Source: an optimization exercise on an open RTL-to-GDS flow (aim: small area and a short achievable clock period). Production flows keep margins and buffers that such runs may drop.
RTL that was checked went through simulation tests only; none was proved equivalent to the original.
The RTL of run 2 was laid out without a check of its function.

--- design/flow/config.mk ---
export PLATFORM = sky130hd
export DESIGN_NAME = multconst_pipe
export DESIGN_NICKNAME = multconst_pipe
export VERILOG_FILES = /design/flow/design.v
export SDC_FILE = /design/flow/constraint.sdc
export NUM_CORES = 4
export LEC_CHECK = 0
export CAP_MARGIN = 20
export CORE_MARGIN = 2
export CORE_UTILIZATION = 45
export SLEW_MARGIN = 20
--- design/flow/constraint.sdc ---
create_clock -name core_clock -period 7.0 [get_ports {clk}]
set_input_delay 1.4000 -clock core_clock [delete_from_list [all_inputs] [get_ports {clk}]]
set_output_delay 1.4000 -clock core_clock [all_outputs]
set_load 0.01 [all_outputs]
--- design/flow/design.v ---
package multconst_pkg;
  localparam int MAX_W   = 64;
  localparam int VEC_MAX = 1024;
  function automatic integer res_width(input integer din, input integer cw, input integer sh);
    res_width = din + cw - sh;
  endfunction
  function automatic logic [MAX_W-1:0] lane_slice(input logic [VEC_MAX-1:0] vec,
                                                  input integer lane, input integer width);
    logic [VEC_MAX-1:0] shifted;
    logic [MAX_W-1:0]   mask;
    shifted = vec >> (lane * width);
    mask    = {MAX_W{1'b1}} >> (MAX_W - width);
    lane_slice = shifted[MAX_W-1:0] & mask;
  endfunction
  function automatic logic [VEC_MAX-1:0] lane_place(input logic [MAX_W-1:0] val,
                                                    input integer lane, input integer width);
    logic [MAX_W-1:0] mask;
    mask = {MAX_W{1'b1}} >> (MAX_W - width);
    lane_place = VEC_MAX'(val & mask) << (lane * width);
  endfunction
  function automatic logic [MAX_W-1:0] round_shift(input logic [MAX_W-1:0] p, input integer sh);
    if (sh == 0) round_shift = p;
    else         round_shift = (p + (MAX_W'(1) << (sh - 1))) >> sh;
  endfunction
endpackage
module multconst_stage #(
  parameter int WIDTH = 8
) (
  input  logic             clk,
  input  logic             reset_n,
  input  logic             in_valid,
  input  logic [WIDTH-1:0] in_data,
  input  logic             next_advance,
  output logic             advance,
  output logic             valid,
  output logic [WIDTH-1:0] data
);
  assign advance = !valid || next_advance;
  always_ff @(posedge clk or negedge reset_n) begin
    if (!reset_n) begin
      valid <= 1'b0;
      data  <= '0;
    end else if (advance) begin
      valid <= in_valid;
      if (in_valid) data <= in_data;
    end
  end
endmodule
module multconst_pipe #(
  parameter int DATA_IN_WIDTH = 16,
  parameter int CONST_WIDTH   = 18,
  parameter int CONST_DEFAULT = 78125,
  parameter int LANES         = 4,
  parameter int STAGES        = 2,
  parameter int SHIFT         = 0,
  localparam int RES_WIDTH    = multconst_pkg::res_width(DATA_IN_WIDTH, CONST_WIDTH, SHIFT)
) (
  input  logic                         clk,
  input  logic                         reset_n,
  input  logic                         const_load,
  input  logic [CONST_WIDTH-1:0]       const_in,
  input  logic                         in_valid,
  output logic                         in_ready,
  input  logic [LANES*DATA_IN_WIDTH-1:0] op_a,
  output logic                         out_valid,
  input  logic                         out_ready,
  output logic [LANES*RES_WIDTH-1:0]   result,
  output logic                         busy
);
  localparam int PROD_WIDTH = DATA_IN_WIDTH + CONST_WIDTH;
  localparam int VEC_W      = LANES * RES_WIDTH;
  logic [CONST_WIDTH-1:0] k;
  logic [VEC_W-1:0]       scaled;
  logic [STAGES-1:0]      stage_valid;
  always_ff @(posedge clk or negedge reset_n) begin
    if (!reset_n)        k <= CONST_WIDTH'(CONST_DEFAULT);
    else if (const_load) k <= const_in;
  end
  always_comb begin
    logic [multconst_pkg::VEC_MAX-1:0]    packed_v;
    logic [PROD_WIDTH-1:0] prod;
    packed_v = '0;
    prod     = '0;
    for (int i = 0; i < LANES; i++) begin
      prod     = PROD_WIDTH'(multconst_pkg::lane_slice(multconst_pkg::VEC_MAX'(op_a), i, DATA_IN_WIDTH)) * PROD_WIDTH'(k);
      packed_v = packed_v | multconst_pkg::lane_place(multconst_pkg::round_shift(multconst_pkg::MAX_W'(prod), SHIFT), i, RES_WIDTH);
    end
    scaled = packed_v[VEC_W-1:0];
  end
  for (genvar s = 0; s < STAGES; s++) begin : g_stage
    logic             adv;
    logic             vld;
    logic             nxt;
    logic             src_valid;
    logic [VEC_W-1:0] src_data;
    logic [VEC_W-1:0] dat;
    if (s == 0) begin : g_src
      assign src_valid = in_valid;
      assign src_data  = scaled;
    end else begin : g_src
      assign src_valid = g_stage[s-1].vld;
      assign src_data  = g_stage[s-1].dat;
    end
    if (s == STAGES - 1) begin : g_nxt
      assign nxt = out_ready;
    end else begin : g_nxt
      assign nxt = g_stage[s+1].adv;
    end
    multconst_stage #(.WIDTH(VEC_W)) u_stage (
      .clk          (clk),
      .reset_n      (reset_n),
      .in_valid     (src_valid),
      .in_data      (src_data),
      .next_advance (nxt),
      .advance      (adv),
      .valid        (vld),
      .data         (dat)
    );
    assign stage_valid[s] = vld;
  end
  assign in_ready  = reset_n && g_stage[0].adv;
  assign out_valid = g_stage[STAGES-1].vld;
  assign result    = g_stage[STAGES-1].dat;
  assign busy      = |stage_valid;
endmodule
--- design/flow/run.sh ---
#!/bin/bash
# synth_recipe.tcl (not shown) runs the flow's synth.tcl, then flattens the netlist and writes it again
# the make line also repeats each setting of config.mk as NAME=value (left out here)
make -C /OpenROAD-flow-scripts/flow DESIGN_CONFIG=/design/flow/config.mk WORK_HOME=/design/flow/orfs CLKGATE_MAP_FILE= SYNTH_SCRIPT=/design/flow/synth_recipe.tcl finish
==> impl_metrics.env, run 1 <==
export IMPL_vias=35500
export IMPL_timing_hold_ws_ns=0.472
export IMPL_hold_viol_final=0
export IMPL_fin_skew_ns=0.0261
export IMPL_ys_seq_elements=292
export IMPL_final_cell_mix="957 x inv_1, 873 x fa_1, 795 x nand2_1"
export IMPL_synthSimpleGateAreaFrac_pct=15.1
export IMPL_crit_fanout=13
export IMPL_coreArea_um2=106000
export IMPL_drv_cap=0
export IMPL_dp_hpwl_um=100000
export IMPL_place_inst=6932
export IMPL_setup_violations=0
export IMPL_cp_end_kind="flip-flop"
export IMPL_die_h_um=331
export IMPL_die_x_um=331
export IMPL_hold_buffers=0
export IMPL_cts_buffers=38
export IMPL_cp_data_required_time_ns=7.47
export IMPL_fill_cells=9537
export IMPL_worstHoldPathType="flip-flop to flip-flop"
export IMPL_gp_congestion=0.866
export IMPL_synth_top_family_by_area="adder cells"
export IMPL_wl_per_cell_um=17.9
export IMPL_synth_edff_count=0
export IMPL_antenna_found_initial=7
export IMPL_core_rowCount=119
export IMPL_path_class="primary input to flip-flop"
export IMPL_cts_max_level=2
export IMPL_fin_crit_ns=6.82
export IMPL_route_detailed_drc=0
export IMPL_cpMaxStageDelayCell="fa_1"
export IMPL_syn_to_final_growth_pct=20.5
export IMPL_syn_inst=5088
export IMPL_grt_pass1_wl_um=205000
export IMPL_crit_chain="clkdlybuf4s50_1, buf_12, buf_4, and2_1, fa_1, fa_1, ha_1, inv_1, fa_1, inv_1, fa_1, fa_1, ha_4, a21o_1, o41a_1, o21ai_4, o221ai_4, a311oi_4, a31oi_1, mux2i_1, o211ai_1"
export IMPL_ys_types=72
export IMPL_drive_gt1_share_pct=15.8
export IMPL_worstSetupStartpointType="primary input"
export IMPL_nets=7006
export IMPL_synth_compound_gate_area_share_pct=5.96
export IMPL_max_freq_mhz=147
export IMPL_status="no timing/DRC/antenna violations"
export IMPL_cts_buffer_depth=3
export IMPL_cts_sinks=292
export IMPL_synth_area_um2=48100
export IMPL_yosysSeqAreaShare_pct=15.2
export IMPL_final_common_cell="inv_1"
export IMPL_grt_overflow_total=0
export IMPL_fp_dieArea_um2=110000
export IMPL_synth_fa_ha_area_share_pct=48.0
export IMPL_grt_pass1_vias=38000
export IMPL_worstMarginPinSlew_ns=0.887
export IMPL_grt_max_degree=112
export IMPL_place_ws_ns=-0.783
export IMPL_routed_wl_um=126000
export IMPL_cpMostUsedCell="fa_1"
export IMPL_synth_xor_area_share_pct=1.98
export IMPL_ys_async_sr_fraction_pct=100
export IMPL_cts_clk_slew_worst_paths_ns=0.05
export IMPL_max_stage_delay_ns=0.57
export IMPL_fin_ws_ns=0.180
export IMPL_drtPass1Iterations=5
export IMPL_synthMuxAreaShare_pct=4.20
export IMPL_first_iter_violations=1708
export IMPL_ant_nets=0
export IMPL_avgSynthCellArea_um2=9.46
export IMPL_syn_nets=6487
export IMPL_final_max_slew_viol_count=0
export IMPL_max_slew_margin_pct=40.9
export IMPL_initial_core_util_pct=45.5
export IMPL_final_cell_count_no_fill=7029
export IMPL_cts_tree="done"
export IMPL_fin_crit_sh_pct=97.4
export IMPL_final_core_util_pct=54.9
export IMPL_io_pins=226
export IMPL_cp_arrival_ns=7.29
export IMPL_worstHoldPathCells=2
export IMPL_insertion_delay_ns=0.61
export IMPL_vias_per_cell=5.06
export IMPL_r2r_worst_path_cells=23
export IMPL_yosys_warnings=2
export IMPL_synthFlopType="dfrtp_1"
export IMPL_clock_root_buffer="clkbuf_16"
export IMPL_track_usage_pct=23.8
export IMPL_portBuffers=225
## repair_timing
action	CTS	global route
gates resized for setup	13	142
setup endpoints to repair	12	46
gates cloned	0	6
hold endpoints to repair	0	0
pin swaps	6	108
setup buffers	1	20
## flip-flops by register name (all words and copies together), names as in the netlist
register and count:
k 18, g_stage.u_stage.valid 2, g_stage.u_stage.data 272
## final timing paths
kind	from	slack, ns	end
min in group asynchronous	reset_n	0.71	g_stage[0].u_stage.data[79]$_DFFE_PN0P_
max in group asynchronous	reset_n	4.65	k[11]$_DFFE_PN0P_
worst max-delay path	op_a[1]	0.18	g_stage[0].u_stage.data[32]$_DFFE_PN0P_
worst max register to register	k[7]$_DFFE_PN0P_	0.48	g_stage[0].u_stage.data[98]$_DFFE_PN0P_
worst min register to register	g_stage[0].u_stage.data[41]$_DFFE_PN0P_	0.47	g_stage[0].u_stage.data[41]$_DFFE_PN0P_
worst min-delay path	g_stage[0].u_stage.data[41]$_DFFE_PN0P_	0.47	g_stage[0].u_stage.data[41]$_DFFE_PN0P_
## logic make-up after synthesis
| logic type | Yosys count |
|---|---|
| and+or+nand+nor | 1512 |
| xor gates and xnor gates | 109 |
| muxes | 180 |
| adders and majority gates | 1312 |
| DFF | 292 |
| AOI/OAI and AO/OA | 456 |
| buffers and inverters | 1227 |
## synthesized netlist by cell type, types with 3 or more instances
| cell | instances | area share (%) |
|---|---|---|
| nand4_1 | 10 | 0.13 |
| a31o_2 | 3 | 0.055 |
| nor3b_1 | 10 | 0.16 |
| ha_1 | 424 | 11 |
| nand3b_1 | 3 | 0.047 |
| nor3_1 | 18 | 0.19 |
| and2_1 | 535 | 7.0 |
| nor2_1 | 57 | 0.44 |
| fa_1 | 888 | 37 |
| a31oi_1 | 11 | 0.14 |
| a221o_1 | 3 | 0.062 |
| buf_1 | 7 | 0.055 |
| xor2_1 | 50 | 0.91 |
| a21o_1 | 56 | 0.87 |
| a21boi_0 | 4 | 0.062 |
| dfrtp_1 | 284 | 15 |
| mux2_2 | 175 | 4.1 |
| a41oi_1 | 4 | 0.073 |
| o21ai_1 | 41 | 0.43 |
| o31a_1 | 3 | 0.055 |
| nand2_1 | 799 | 6.2 |
| nand3_1 | 34 | 0.35 |
| nand2b_1 | 16 | 0.21 |
| dfstp_2 | 8 | 0.44 |
| a21oi_1 | 102 | 1.1 |
| a221oi_1 | 3 | 0.055 |
| o211ai_1 | 6 | 0.094 |
| o2111ai_1 | 3 | 0.055 |
| clkbuf_1 | 259 | 2.0 |
| mux2i_1 | 5 | 0.10 |
| o21bai_1 | 14 | 0.22 |
| and3_1 | 5 | 0.065 |
| o21ai_0 | 126 | 1.3 |
| o31ai_1 | 11 | 0.17 |
| a2111oi_0 | 3 | 0.055 |
| xnor2_1 | 59 | 1.1 |
| o21a_1 | 19 | 0.30 |
| or3_1 | 6 | 0.078 |
| inv_1 | 959 | 7.5 |
| nor2b_1 | 9 | 0.12 |
| a211oi_1 | 15 | 0.23 |
## metal layers
layer | routed length [um] | up-vias | GRT usage [%]
met2 | 58800 | 836 | 38.7
met1 | 55600 | 18000 | 32.7
met5 | 41 | - | 0
met4 | 4160 | 6 | 6.77
li1 | - | 16500 | -
met3 | 7000 | 187 | 4.17
## area by class of cell
| class | count | area (um2) | area share (%) |
|---|---|---|---|
| clock inverter | 21 | 275 | 0.475 |
| tap | 1391 | 1740 | 3.00 |
| clock buffer | 49 | 1050 | 1.82 |
| sequential | 292 | 7330 | 12.6 |
| inverter | 959 | 3600 | 6.21 |
| timing repair buffer | 747 | 7210 | 12.4 |
| multi-input combinational | 3569 | 36800 | 63.4 |
| antenna | 1 | 2.50 | 0.00432 |
## worst max-delay path, delay by kind of cell
| kind | cells | cell delay [ns] |
|---|---|---|
| and+or+nand+nor | 1 | 0.17 |
| buffers and inverters | 5 | 0.85 |
| adders and majority gates | 7 | 2.96 |
| muxes | 1 | 0.17 |
| AOI/OAI and AO/OA | 7 | 1.73 |
## per-stage QoR
| stage | setup TNS, ns | instance area, um2 |
|---|---|---|
| 2_1_floorplan | -0.00572 | 48200 |
| 3_3_place_gp | -27.66 | 55700 |
| 3_5_place_dp | -31.45 | 55700 |
| 4_1_cts | 0 | 57100 |
| 5_1_grt | -0.0566 | 58000 |
| 6_report | 0 | 58000 |
==> run 2, diff against run 1 <==
==> design/flow/design.v (replaced) <==
package multconst_pkg;
  localparam int MAX_W   = 64;
  localparam int VEC_MAX = 1024;
  function automatic integer res_width(input integer din, input integer cw, input integer sh);
    res_width = din + cw - sh;
  endfunction
  function automatic logic [MAX_W-1:0] lane_slice(input logic [VEC_MAX-1:0] vec,
                                                  input integer lane, input integer width);
    logic [VEC_MAX-1:0] shifted;
    logic [MAX_W-1:0]   mask;
    shifted = vec >> (lane * width);
    mask    = {MAX_W{1'b1}} >> (MAX_W - width);
    lane_slice = shifted[MAX_W-1:0] & mask;
  endfunction
  function automatic logic [VEC_MAX-1:0] lane_place(input logic [MAX_W-1:0] val,
                                                    input integer lane, input integer width);
    logic [MAX_W-1:0] mask;
    mask = {MAX_W{1'b1}} >> (MAX_W - width);
    lane_place = VEC_MAX'(val & mask) << (lane * width);
  endfunction
  function automatic logic [MAX_W-1:0] round_shift(input logic [MAX_W-1:0] p, input integer sh);
    if (sh == 0) round_shift = p;
    else         round_shift = (p + (MAX_W'(1) << (sh - 1))) >> sh;
  endfunction
endpackage
module multconst_stage #(
  parameter int WIDTH = 8
) (
  input  logic             clk,
  input  logic             reset_n,
  input  logic             in_valid,
  input  logic [WIDTH-1:0] in_data,
  input  logic             next_advance,
  output logic             advance,
  output logic             valid,
  output logic [WIDTH-1:0] data
);
  assign advance = !valid || next_advance;
  always_ff @(posedge clk or negedge reset_n) begin
    if (!reset_n) begin
      valid <= 1'b0;
      data  <= '0;
    end else if (advance) begin
      valid <= in_valid;
      if (in_valid) data <= in_data;
    end
  end
endmodule
module multconst_pipe #(
  parameter int DATA_IN_WIDTH = 16,
  parameter int CONST_WIDTH   = 18,
  parameter int CONST_DEFAULT = 78125,
  parameter int LANES         = 4,
  parameter int STAGES        = 2,
  parameter int SHIFT         = 0,
  localparam int RES_WIDTH    = DATA_IN_WIDTH + CONST_WIDTH - SHIFT
) (
  input  logic                           clk,
  input  logic                           reset_n,
  input  logic                           const_load,
  input  logic [CONST_WIDTH-1:0]         const_in,
  input  logic                           in_valid,
  output logic                           in_ready,
  input  logic [LANES*DATA_IN_WIDTH-1:0] op_a,
  output logic                           out_valid,
  input  logic                           out_ready,
  output logic [LANES*RES_WIDTH-1:0]     result,
  output logic                           busy
);
  localparam int PW = DATA_IN_WIDTH + CONST_WIDTH;
  logic [CONST_WIDTH-1:0]         k;
  logic                           v0, v1;
  logic                           adv0, adv1;
  logic [LANES*DATA_IN_WIDTH-1:0] a0;
  logic [CONST_WIDTH-1:0]         k0;
  logic [LANES*RES_WIDTH-1:0]     r1;
  logic [LANES*RES_WIDTH-1:0]     prod;
  assign adv1 = !v1 || out_ready;
  assign adv0 = !v0 || adv1;
  always_ff @(posedge clk or negedge reset_n) begin
    if (!reset_n)        k <= CONST_WIDTH'(CONST_DEFAULT);
    else if (const_load) k <= const_in;
  end
  always_ff @(posedge clk or negedge reset_n) begin
    if (!reset_n) begin
      v0 <= 1'b0;
      v1 <= 1'b0;
    end else begin
      if (adv0) v0 <= in_valid;
      if (adv1) v1 <= v0;
    end
  end
  always_ff @(posedge clk) begin
    if (adv0 && in_valid) begin
      a0 <= op_a;
      k0 <= k;
    end
  end
  for (genvar i = 0; i < LANES; i++) begin : g_lane
    logic [PW-1:0] p;
    assign p = PW'(a0[i*DATA_IN_WIDTH +: DATA_IN_WIDTH]) * PW'(k0);
    assign prod[i*RES_WIDTH +: RES_WIDTH] = RES_WIDTH'(p >> SHIFT);
  end
  always_ff @(posedge clk or negedge reset_n) begin
    if (!reset_n)         r1 <= '0;
    else if (adv1 && v0)  r1 <= prod;
  end
  assign in_ready  = reset_n && adv0;
  assign out_valid = v1;
  assign result    = r1;
  assign busy      = v0 || v1;
endmodule
==> impl_metrics.env, run 2 <==
export IMPL_grt_pass1_vias=35500
export IMPL_avgSynthCellArea_um2=9.27
export IMPL_path_class="flip-flop to flip-flop"
export IMPL_ys_async_sr_fraction_pct=65.5
export IMPL_cts_resized_gates=0
export IMPL_cts_max_level=2
export IMPL_grt_overflow_total=0
export IMPL_finalSetupTns_ns=0
export IMPL_crit_buf_inv=4
export IMPL_cts_clk_slew_worst_paths_ns=0.06
export IMPL_dp_hpwl_um=93900
export IMPL_portBuffers=225
export IMPL_track_usage_pct=24.1
export IMPL_cts_sinks=238
export IMPL_core_rowCount=116
export IMPL_ys_types=76
export IMPL_die_h_um=323
export IMPL_initial_core_util_pct=45.5
export IMPL_cpMostUsedCell="fa_1"
export IMPL_final_max_slew_viol_count=0
export IMPL_postCtsSetupRepairBufs=0
export IMPL_cpMaxStageDelayCell="edfxtp_1"
export IMPL_synthFlopType="dfrtp_1"
export IMPL_fin_crit_ns=6.66
export IMPL_die_x_um=323
export IMPL_coreArea_um2=100000
export IMPL_synth_area_leaders="fa_1 39%, ha_1 12%, dfrtp_1 8.1%, inv_1 7.9%, and2_1 7.3%"
export IMPL_fin_skew_ns=0.0170
export IMPL_hold_buffers=0
export IMPL_vias=32800
export IMPL_cp_arrival_ns=7.11
export IMPL_syn_inst=4930
export IMPL_grt_max_degree=131
export IMPL_drive_gt1_share_pct=4.26
export IMPL_hold_viol_final=0
export IMPL_grt_pass1_wl_um=197000
export IMPL_worstHoldPathType="flip-flop to flip-flop"
export IMPL_cts_buffers=35
export IMPL_ant_nets=0
export IMPL_cts_tree="done"
export IMPL_max_freq_mhz=150
export IMPL_yosysMostFrequentCell="inv_1"
export IMPL_cp_data_required_time_ns=7.46
export IMPL_regMostFlops="r1"
export IMPL_fin_crit_sh_pct=95.1
export IMPL_drv_cap=0
export IMPL_yosysTopAreaCellShare_pct=38.9
export IMPL_worstMarginPinSlew_ns=0.964
export IMPL_final_cell_mix="960 x inv_1, 888 x fa_1, 867 x nand2_1"
export IMPL_drtPass1Iterations=5
export IMPL_clock_root_buffer="clkbuf_16"
export IMPL_synth_area_um2=45700
export IMPL_largestRegisters="r1 (136), a0 (64)"
export IMPL_syn_to_final_growth_pct=11.1
export IMPL_wl_per_cell_um=18.6
export IMPL_largest_reg_flops=136
export IMPL_antenna_found_initial=6
export IMPL_gp_congestion=0.865
export IMPL_status="no timing/DRC/antenna violations"
export IMPL_routed_wl_um=120000
export IMPL_synthTopCellsByCount="960 x inv_1, 888 x fa_1, 868 x nand2_1"
export IMPL_synth_area_leader_cell="fa_1"
export IMPL_worstSetupStartpointType="flip-flop"
export IMPL_max_stage_delay_ns=0.71
export IMPL_timing_hold_ws_ns=0.461
export IMPL_route_detailed_drc=0
export IMPL_rsz0062_at_grt="false"
export IMPL_crit_fanout=34
export IMPL_yosys_warnings=1
export IMPL_crit_family="adder cells"
export IMPL_nets=6422
export IMPL_fp_dieArea_um2=104000
export IMPL_vias_per_cell=5.11
export IMPL_synth_edff_count=82
export IMPL_crit_chain="buf_12, nand2_1, fa_1, fa_1, fa_1, inv_1, fa_1, fa_1, inv_1, fa_1, inv_1, ha_1, a21oi_2, o21ai_1, a21oi_1, a41oi_1, a311oi_2, o221ai_1, a21oi_1, xor2_1, o21ai_1"
export IMPL_final_common_cell="inv_1"
export IMPL_cp_end_kind="flip-flop"
export IMPL_setup_violations=0
export IMPL_syn_nets=6329
export IMPL_ys_seq_elements=238
export IMPL_first_iter_violations=1750
export IMPL_insertion_delay_ns=0.60
export IMPL_max_slew_margin_pct=35.5
export IMPL_cts_buffer_depth=3
export IMPL_yosysSeqAreaShare_pct=14.0
export IMPL_io_pins=226
run 2: layout make-up:
type / count / area (um2)
Sequential cell: 238 / 6380
Clock inverter: 16 / 238
Multi-Input combinational cell: 3475 / 34700
Tap cell: 1357 / 1700
Fill cell: 9618 / 49700
Inverter: 960 / 3600
Antenna cell: 6 / 15.0
Clock buffer: 48 / 986
Timing Repair Buffer: 313 / 3120
run 2: final timing paths:
kind | startpoint | to | slack (ns) | cells after the start
max in group asynchronous | reset_n | k[17]$_DFFE_PN0P_ | 4.89 | 2
min | k[17]$_DFFE_PN0P_ | k0[17]$_DFFE_PP_ | 0.46 | 0
max | k0[13]$_DFFE_PP_ | r1[65]$_DFFE_PN0P_ | 0.34 | 21
min in group asynchronous | reset_n | r1[104]$_DFFE_PN0P_ | 0.79 | 1
max reg2reg | k0[13]$_DFFE_PP_ | r1[65]$_DFFE_PN0P_ | 0.34 | 21
min reg2reg | k[17]$_DFFE_PN0P_ | k0[17]$_DFFE_PP_ | 0.46 | 0
run 2: cell families (layout without fill, tap and decap cells):
family / after synthesis / after routing / share of synthesized area [%]
AO/OA/AOI/OAI: 475 / 475 / 6.61
XOR/XNOR: 118 / 118 / 2.26
adder cells (fa/ha/maj): 1312 / 1312 / 50.5
buffers and inverters: 1217 / 1337 / 10.0
flip-flops: 238 / 238 / 14.0
multiplexers: 18 / 18 / 0.444
other: 0 / 6 / 0
AND/OR/NAND/NOR: 1552 / 1552 / 16.2
run 2: routing by layer:
layer	wire [um]	global-route usage, %	vias to the layer above
met4	2700	6.23	0
met1	52900	32.8	16800
met3	5820	3.08	150
met2	58100	40.6	815
met5	0	0	-
li1	-	-	15100
run 2: metrics by stage:
step | area [um2] | util, % | std cells | setup WS [ns]
2_1_floorplan | 45700 | - | 4930 | 0.966
3_3_place_gp | 49500 | 49.3 | 6343 | 0.467
3_5_place_dp | 49500 | 49.3 | 6343 | 0.371
4_1_cts | 50800 | 50.5 | 6407 | 0.389
5_1_grt | 50800 | 50.6 | 6411 | 0.0921
6_report | 50800 | 50.6 | 6413 | 0.344

## what the ideal ports hide
Ports are ideal in the flow. The routed layouts listed here were re-timed in OpenROAD.
Step 1 (the two cells are an assumption about what drives the block):
set clk [get_ports {clk}]
set_driving_cell -lib_cell sky130_fd_sc_hd__clkbuf_16 $clk
set_driving_cell -lib_cell sky130_fd_sc_hd__buf_2 [delete_from_list [all_inputs] $clk]
Step 2 moves the port delays by t, midway between the first and last clock arrival at a register: inputs arrive t later, outputs are due t later. That takes back most of the time a late clock gives input paths.
Three values: ideal, step 1, step 2; two values: the first two.
run	t (ns)	slack for setup (ns)	worst register clock-pin slew, ns
run 1	0.669	0.180 / 0.178 / -0.492	0.07 / 0.07
run 2	0.667	0.344 / 0.344 / 0.344	0.06 / 0.06
Met with ideal ports but missed after step 2: setup timing in run 1. The setup slack of run 1, which loses most, moves by -0.002 ns with the drivers and by -0.672 ns with both steps.
